This design comes from an exercise in tuning for small area, a short achievable clock period and few clock cycles on the open sky130 flow, not from production work.
RTL that was checked went through simulation tests only; none was proved equivalent to the original.
Power figures rest on the tool's default switching activity, not on a simulated workload.

==> 09-05 <==
Design conv2d_top, start of the top module:
module conv2d_top
(
    input  logic        i_clk,
    input  logic        i_rst,
    input  logic [9:0]  i_pix,      
    input  logic [9:0]  i_wgt,      
    output logic [26:0] o_out,      
    output logic        o_busy
);
clock: 8.0 ns
lec_check: 0
cap_margin: 20
core_margin: 2
core_utilization: 60
cts_cluster_diameter: 90
cts_cluster_size: 26
place_density: 0.7
setup_slack_margin: 4.85
slew_margin: 20
synth_hierarchical: 1
synth_minimum_keep_size: 0
run.sh (not shown) runs the stock make flow with config.mk's settings and CLKGATE_MAP_FILE= SYNTH_SCRIPT=/design/flow/synth_recipe.tcl, a recipe that flattens the netlist after the stock synthesis.
==> 05-13 (differences from 09-05) <==
Settings changed: CORE_UTILIZATION 60 to 40, PLACE_DENSITY 0.7 to default, SETUP_SLACK_MARGIN 4.85 to 5.
==> impl_metrics.py <==
metrics = {
    "layout": {
        "drive_gt1_share_pct": 6.12,
        "final_common_cell": "fa_1",
        "multi_input_area_um2": 16200,
    },
    "sta": {
        "fmax_ghz": 0.317,
    },
    "global_routing": {
        "grt_pass1_vias": 17700,
    },
    "pwr": {
        "power_mw": 7.75,
        "internal-power_mw": 4.87,
    },
    "run_status": {
        "status": "finished clean",
    },
}
the above is filed under 09-05

==> impl_metrics.py <==
metrics = {
    "synthesis": {
        "yosysTopAreaCell": "fa_1",
    },
    "sta": {
        "fmax_ghz": 0.325,
    },
    "layout": {
        "multi_input_area_um2": 16500,
    },
    "global_routing": {
        "grt_pass1_vias": 18500,
    },
    "run_status": {
        "status": "finished clean",
    },
    "pwr": {
        "power_mw": 8.00,
    },
}
the above is filed under 05-13

Testbench counts of 09-05, summed over its fixed seeds: cycles 4,704.
Testbench counts of 05-13, summed over its fixed seeds: cycles 4,704.

* * *

==> v13 <==
Another version of the RTL of conv2d_top (not shown whole).
==> module conv2d_top, before the edit <==
module conv2d_top
(
    input  logic        i_clk,
    input  logic        i_rst,
    input  logic [9:0]  i_pix,      
    input  logic [9:0]  i_wgt,      
    output logic [26:0] o_out,      
    output logic        o_busy
);
    localparam int LB = conv_pkg::LB_LEN;
    logic       in_pix;             
    logic       in_wgt;             
    logic [7:0] in_d;
    logic       busy_q;
    logic       take;
    logic [5:0] pix_pos;            
    logic [5:0] out_pos;            
    logic       tail;               
    logic [3:0] tail_n;             
    logic       step_pix;           
    logic       step;               
    logic       produce;            
    logic       wgt_go;             
    logic [LB-1:0] lb_en;
    logic [LB*8-1:0] slots;
    logic [71:0] kernel;
    logic [71:0] win;
    logic [8:0]  keep;
    logic signed [conv_pkg::SUM_BW-1:0] sum;
    logic        out_valid;
    logic        out_last;
    logic signed [conv_pkg::SUM_BW-1:0] out_data;
    assign take     = !busy_q && (i_pix[9] || i_wgt[9]);
    assign step_pix = in_pix;
    assign step     = in_pix || tail;
    assign wgt_go   = in_wgt && (!tail || tail_n_done);
    logic in_wgt_n;
    logic tail_n_done;
    assign tail_n_done = tail && (tail_n == 4'd9);
    always_comb
    begin
        if (take)
            in_wgt_n = i_wgt[9];
        else
            in_wgt_n = in_wgt && !wgt_go;
    end
    always_ff @(posedge i_clk)
    begin
        if (i_rst)
        begin
            in_pix <= 1'b0;
            in_wgt <= 1'b0;
            busy_q <= 1'b0;
        end
        else
        begin
            in_pix <= take && i_pix[9];
            in_wgt <= in_wgt_n;
            busy_q <= in_wgt_n && ((tail && tail_n < 4'd8) || (step_pix && pix_pos == 6'd63));
        end
    end
    always_ff @(posedge i_clk)
    begin
        if (!busy_q)
            in_d <= i_pix[9] ? i_pix[7:0] : i_wgt[7:0];
    end
    assign o_busy = busy_q;
    assign produce = tail || (step_pix && pix_pos >= 6'd9);
    always_ff @(posedge i_clk)
    begin
        if (i_rst)
        begin
            pix_pos <= '0;
            out_pos <= '0;
            tail    <= 1'b0;
            tail_n  <= '0;
        end
        else
        begin
            if (step_pix)
                pix_pos <= pix_pos + 1'b1;
            if (produce)
                out_pos <= out_pos + 1'b1;
            if (step_pix && pix_pos == 6'd63)
            begin
                tail   <= 1'b1;
                tail_n <= 4'd1;
            end
            else if (tail)
            begin
                tail   <= !tail_n_done;
                tail_n <= tail_n + 1'b1;
            end
        end
    end
    always_comb
        for (int j = 0; j < LB; j++)
            lb_en[j] = step_pix || (tail && (j >= tail_n));
    frame_ram u_ram
    (
        .i_clk   (i_clk),
        .i_pix   (in_d),
        .i_en    (lb_en),
        .o_slots (slots)
    );
    conv_loader u_loader
    (
        .i_clk    (i_clk),
        .i_shift  (wgt_go),
        .i_wgt    (in_d),
        .o_kernel (kernel)
    );
    logic [5:0] out_pos_n;
    logic top, bot, lft, rgt;
    assign out_pos_n = i_rst ? 6'd0 : out_pos + {5'd0, produce};
    assign top = out_pos_n[5:3] == 3'd0;
    assign bot = out_pos_n[5:3] == 3'd7;
    assign lft = out_pos_n[2:0] == 3'd0;
    assign rgt = out_pos_n[2:0] == 3'd7;
    always_ff @(posedge i_clk)
    begin
        keep[0] <= !top && !lft;
        keep[1] <= !top;
        keep[2] <= !top && !rgt;
        keep[3] <= !lft;
        keep[5] <= !rgt;
        keep[6] <= !bot && !lft;
        keep[7] <= !bot;
        keep[8] <= !bot && !rgt;
    end
    assign keep[4] = 1'b1;
    logic [(LB+1)*8-1:0] wpos;      
    assign wpos = {slots, in_d};
    always_comb
    begin
        win[0*8 +: 8] = wpos[18*8 +: 8];
        win[1*8 +: 8] = wpos[17*8 +: 8];
        win[2*8 +: 8] = wpos[16*8 +: 8];
        win[3*8 +: 8] = wpos[10*8 +: 8];
        win[4*8 +: 8] = wpos[ 9*8 +: 8];
        win[5*8 +: 8] = wpos[ 8*8 +: 8];
        win[6*8 +: 8] = wpos[ 2*8 +: 8];
        win[7*8 +: 8] = wpos[ 1*8 +: 8];
        win[8*8 +: 8] = wpos[ 0*8 +: 8];
    end
    conv_engine u_engine
    (
        .i_clk    (i_clk),
        .i_win    (win),
        .i_keep   (keep),
        .i_kernel (kernel),
        .o_sum    (sum)
    );
    logic v_pipe [conv_pkg::ENG_LAT+1];
    logic l_pipe [conv_pkg::ENG_LAT+1];
    assign v_pipe[0] = produce;
    assign l_pipe[0] = produce && out_pos == 6'd63;
    always_ff @(posedge i_clk)
    begin
        for (int i = 1; i <= conv_pkg::ENG_LAT; i++)
        begin
            v_pipe[i] <= i_rst ? 1'b0 : v_pipe[i-1];
            l_pipe[i] <= l_pipe[i-1];
        end
        out_valid <= i_rst ? 1'b0 : v_pipe[conv_pkg::ENG_LAT];
        out_last  <= l_pipe[conv_pkg::ENG_LAT];
        out_data  <= sum;
    end
    assign o_out = {out_valid, out_last, {(conv_pkg::ACC_BW-conv_pkg::SUM_BW){out_data[conv_pkg::SUM_BW-1]}}, out_data};
endmodule
Settings: LEC_CHECK=0, CAP_MARGIN=20, CORE_MARGIN=2, CORE_UTILIZATION=60, CTS_CLUSTER_DIAMETER=90, CTS_CLUSTER_SIZE=26, PLACE_DENSITY=0.7, SETUP_SLACK_MARGIN=4.85, SLEW_MARGIN=20, SYNTH_HIERARCHICAL=1, SYNTH_MINIMUM_KEEP_SIZE=0; clock period 8.0 ns.
==> inputs of v14, as changes to v13 <==
--- a/flow/design.v
+++ b/flow/design.v
@@ -2711,5 +2711,5 @@
     assign step_pix = in_pix;
     assign step     = in_pix || tail;
-    assign wgt_go   = in_wgt && (!tail || tail_n_done);
+    assign wgt_go   = in_wgt && !tail;
     logic in_wgt_n;
     logic tail_n_done;
@@ -2734,5 +2734,5 @@
             in_pix <= take && i_pix[9];
             in_wgt <= in_wgt_n;
-            busy_q <= in_wgt_n && ((tail && tail_n < 4'd8) || (step_pix && pix_pos == 6'd63));
+            busy_q <= in_wgt_n && ((tail && !tail_n_done) || (step_pix && pix_pos == 6'd63));
         end
     end
--- a/flow/config.mk
+++ b/flow/config.mk
@@ -8,9 +8,7 @@
 export CAP_MARGIN = 20
 export CORE_MARGIN = 2
-export CORE_UTILIZATION = 60
+export CORE_UTILIZATION = 40
 export CTS_CLUSTER_DIAMETER = 90
 export CTS_CLUSTER_SIZE = 26
-export PLACE_DENSITY = 0.7
-export SETUP_SLACK_MARGIN = 4.85
 export SLEW_MARGIN = 20
 export SYNTH_HIERARCHICAL = 1
==> notes <==
In combinational power, v13 and v14 hardly differ.
Cell count: v14 is larger than v13 (about 11%).
In v14 the routed wire length is higher than in v13, by 2.3%.
In v13 the maximum frequency is larger than in v14, by about 3.7%.
Of v13 and v14, v13 has the higher global-route usage (gap 10 points).
Of v14 and v13, v14 has the higher die area (gap about 50%, measured against v13).
Synthesized area is about the same in v13 and v14.
In v13 the setup slack is higher than in v14, by 0.12 ns.
Between v14 and v13, the lower total power is in v13 (gap about 0.5%, measured against v13).
Testbench counts of v14, summed over its fixed seeds: cycles 4,704.
The RTL of v13 was laid out without a check of its function.

* * *

==> job 2322 <==
RTL: one of the versions met above, not the one the previous note started from.
clock: 8.0 ns
lec_check: 0
cap_margin: 20
core_margin: 2
core_utilization: 70
cts_cluster_diameter: 90
cts_cluster_size: 26
place_density: 0.8
setup_slack_margin: 4.85
slew_margin: 20
synth_hierarchical: 1
synth_minimum_keep_size: 0
==> job 3568 (differences from job 2322) <==
Settings changed: CORE_UTILIZATION 70 to 40, CTS_CLUSTER_DIAMETER 90 to not set, CTS_CLUSTER_SIZE 26 to not set, PLACE_DENSITY 0.8 to not set, SETUP_SLACK_MARGIN 4.85 to not set.
==> notes <==
- Between job 3568 and job 2322, the lower register-to-register slack is in job 3568 (gap 110 ps).
- In synthesized area, job 2322 and job 3568 do not differ.
- Critical path depth: job 3568 is higher than job 2322 (1).
- Between job 2322 and job 3568, the lower non-clock buffer count is in job 3568 (gap 43).
- Flip-flop and latch count is the same in job 3568 and job 2322.
- Between job 2322 and job 3568, the lower fmax is in job 3568 (gap 3.5%, measured against job 3568).
- Of job 3568 and job 2322, job 2322 has the higher via count (gap about 4%, measured against job 2322).
==> figures <==
|  | job 2322 | job 3568 |
|---|---|---|
| Result of the run | complete, no violations | complete, no violations |
| Per-cell via count in the routed design | 6.90 | 5.69 |
| Shortest clock period the worst path allows after layout | 3160 ps | 3270 ps |
| Sequential portion of the cell area | 37.5% | 36.1% |
| Design internal power | 4850 uW | 5690 uW |
| Period utilization | 39.5% | 40.8% |
| Pre-Repair DR Iteration Count | 6 | 5 |
| Non-Filler Cell Area, Final | 29700 um2 | 30800 um2 |
| Final standard cell utilization of the core | 75.2% | 44.9% |
| Maximum level of the CTS H-tree | 1 | 2 |
| Final estimated routing congestion in global placement | 0.964 | 0.888 |
| Area occupied by registers | 11100 um2 | 11100 um2 |
| Post-Route Skew | 25.6 ps | 32.4 ps |
| Arrival @ worst endpoint | 3600 ps | 3720 ps |
| Multi-input combinational area share | 54.6% | 52.5% |
| Number of nets in the finished design | 2564 | 2549 |
Testbench counts of job 2322, summed over its fixed seeds: cycles 4,704.
Testbench counts of job 3568, summed over its fixed seeds: cycles 4,704.

* * *

==> build 94 <==
conv2d_top, a different RTL version from the one above (not shown whole).
Settings: LEC_CHECK=0, CAP_MARGIN=20, CORE_MARGIN=2, CORE_UTILIZATION=60, CTS_CLUSTER_DIAMETER=90, CTS_CLUSTER_SIZE=26, PLACE_DENSITY=0.7, SLEW_MARGIN=20, SYNTH_HIERARCHICAL=1, SYNTH_MINIMUM_KEEP_SIZE=0; clock period 8.0 ns.
standard.sh (not shown) runs the stock make flow with config.mk's settings and CLKGATE_MAP_FILE= SYNTH_SCRIPT=/design/flow/synth_recipe.tcl, a recipe that flattens the netlist after the stock synthesis.
==> flow/flow/run.sh <==
#!/bin/bash
set -euo pipefail
export BUFFER_PORTS_ARGS="-buffer_cell sky130_fd_sc_hd__buf_2"
export SETUP_SLACK_MARGIN=5.25
bash standard.sh > standard.log 2>&1
==> trial 70: changes against build 94 <==
==> flow/flow/run.sh (replaced) <==
#!/bin/bash
set -euo pipefail
export BUFFER_PORTS_ARGS="-buffer_cell sky130_fd_sc_hd__buf_2"
export SETUP_SLACK_MARGIN=5.3
bash standard.sh > standard.log 2>&1
==> metrics.md <==
| Metric | Value |
|---|---|
| Status | no timing/DRC/antenna violations |
| Hold path start | u_engine.q3_s960 |
| Vias in the first global route | 17500 |
| Register area | between 10000 and 15000 sq um |
| Share of power burned in registers | 0.477 |
| WL met2 | between 30000 and 40000 microns |
| Signal buffers | 66 |
| Switching Power | about 2.6 mW |
| Clock buffers and inverters, area share | 0.02814 |
| LEAKAGE | just over 10 nW |
| M1 wire length | between 30000 and 40000 microns |
| Crit share post-route | 0.3444 |
The numbers above come from build 94.

==> metrics.md <==
| Metric | Value |
|---|---|
| Crit share post-route | 0.3416 |
| M1 wire length | 31070 microns |
| Signal buffers | 80 |
| Share of power burned in registers | 0.476 |
| Clock buffers and inverters, area share | 0.02804 |
| Vias in the first global route | 17580 |
| Hold path start | l_pipe[3] |
| Status | no timing/DRC/antenna violations |
The numbers above come from trial 70.

Testbench counts of build 94, summed over its fixed seeds: cycles 4,688.
Testbench counts of trial 70, summed over its fixed seeds: cycles 4,688.

* * *

==> v2 <==
conv2d_top with an RTL version that a note above also has.
export LEC_CHECK = 0
export CAP_MARGIN = 20
export CORE_MARGIN = 2
export CORE_UTILIZATION = 40
export CTS_CLUSTER_DIAMETER = 90
export CTS_CLUSTER_SIZE = 26
export SETUP_SLACK_MARGIN = 4.85
export SLEW_MARGIN = 20
export SYNTH_HIERARCHICAL = 1
export SYNTH_MINIMUM_KEEP_SIZE = 0
create_clock -name core_clock -period 8.0 [get_ports {i_clk}]
run.sh (not shown) runs the stock make flow with config.mk's settings and CLKGATE_MAP_FILE= SYNTH_SCRIPT=/design/flow/synth_recipe.tcl, a recipe that flattens the netlist after the stock synthesis.
Stock flow here: none of the scripts above is used.
==> inputs of v19, as changes to v2 <==
CTS_CLUSTER_DIAMETER = 100   (was 90)
CTS_CLUSTER_SIZE = 22   (was 26)
SETUP_SLACK_MARGIN = default   (was 4.85)
==> metrics list <==
* Worst-margin pin slew: 1.14 ns
* Total number of cells along the worst setup path: 6
* Length of routed met3 wiring: 5390 microns
- Leak: 13.6 nW
- At the end of routability-driven placement, the weighted congestion stood at 0.888.
- Global routing used 29.7% of the available met1 tracks.
- In the detailed route, the total length drawn on met2 is 36000 microns.
* Global-route wire length before repair: 114000 microns
* Status: finished clean
* Non-clock buffering overhead: 1.80%
* Final cell count without fillers: 2873
* Worst stage delay on the critical path: 0.54 ns
- Total area of multi-input combinational cells: 16200 sq um
* Post-Route Hold Slack: 0.334 ns
* Setup slack of the critical path after layout: 4.70 ns
- Register-to-register setup slack: 4.70 ns
* Clock buffers: 37
- Routing usage on met2: 34.8%
[end of results for v19]
==> metrics list <==
- The path class of the tightest hold or removal check is flop to flop.
* Final cell count without fillers: 2957
- DR WL met2: 37700 microns
- Routing usage on met2: 35.5%
* Insertion delay to the later sink of the worst-skew pair: 0.61 ns
- For met1 alone, demand over resource in global routing was 29.9%.
- Global-route wire length before repair: 114000 microns
- Status: finished clean
- Fraction of the mapped netlist area in simple logic gates: 14.6%
- Setup slack of the critical path after layout: 4.82 ns
- Of the total power, combinational logic draws 43.1%.
- The worst hold path was traced through 0 stages.
- Buffers outside the clock tree occupy 4.14% of the routed design's cell area.
- Clock buffers: 35
- At the worst endpoint, the required time is 8.47 ns.
- Across the placement rows, the number of tap cells is 931.
* Length of routed met3 wiring: 4750 microns
- Placer Congestion: 0.901
- Total area of multi-input combinational cells: 16200 sq um
- Leak: 14.1 nW
- Worst-margin pin slew: 0.995 ns
- In the global route stage, met3 resource usage came out at 2.21%.
[end of results for v2]
Testbench counts of v2, summed over its fixed seeds: cycles 4,704.
Testbench counts of v19, summed over its fixed seeds: cycles 4,704.

[port drivers added, routing unchanged]
No port has a modelled driver above. Below, the same layouts with a new extraction and two added sets of constraints.
Step 1: set_driving_cell puts a clkbuf_16 on i_clk and a buf_2 on each other input, an assumption about the parent block.
Step 2 also shifts input and output timing later by t, the mid clock arrival at the registers, as if the neighbouring blocks saw the same clock.
Slacks: ideal / step 1 / step 2; pairs: ideal / step 1.
run	t (ns)	setup slack, ns	slew at the worst register clock pin (ns)
09-05	0.633	4.850 / 4.833 / 4.585	0.11 / 0.11
05-13	0.641	4.921 / 4.921 / 4.921	0.11 / 0.11
v13	0.651	4.843 / 4.840 / 4.830	0.10 / 0.10
v14	0.667	4.725 / 4.725 / 4.427	0.11 / 0.11
job 2322	0.623	4.843 / 4.838 / 4.517	0.12 / 0.12
job 3568	0.653	4.732 / 4.732 / 4.412	0.07 / 0.07
build 94	0.675	5.245 / 5.187 / 5.248	0.10 / 0.10
trial 70	0.673	5.267 / 5.209 / 5.209	0.10 / 0.10
v2	0.653	4.818 / 4.818 / 4.550	0.11 / 0.11
v19	0.649	4.696 / 4.696 / 4.436	0.10 / 0.10
After both steps setup and hold are still met in every run listed. The setup slack of job 2322, which loses most, moves by -0.005 ns with the drivers and by -0.326 ns with both steps.
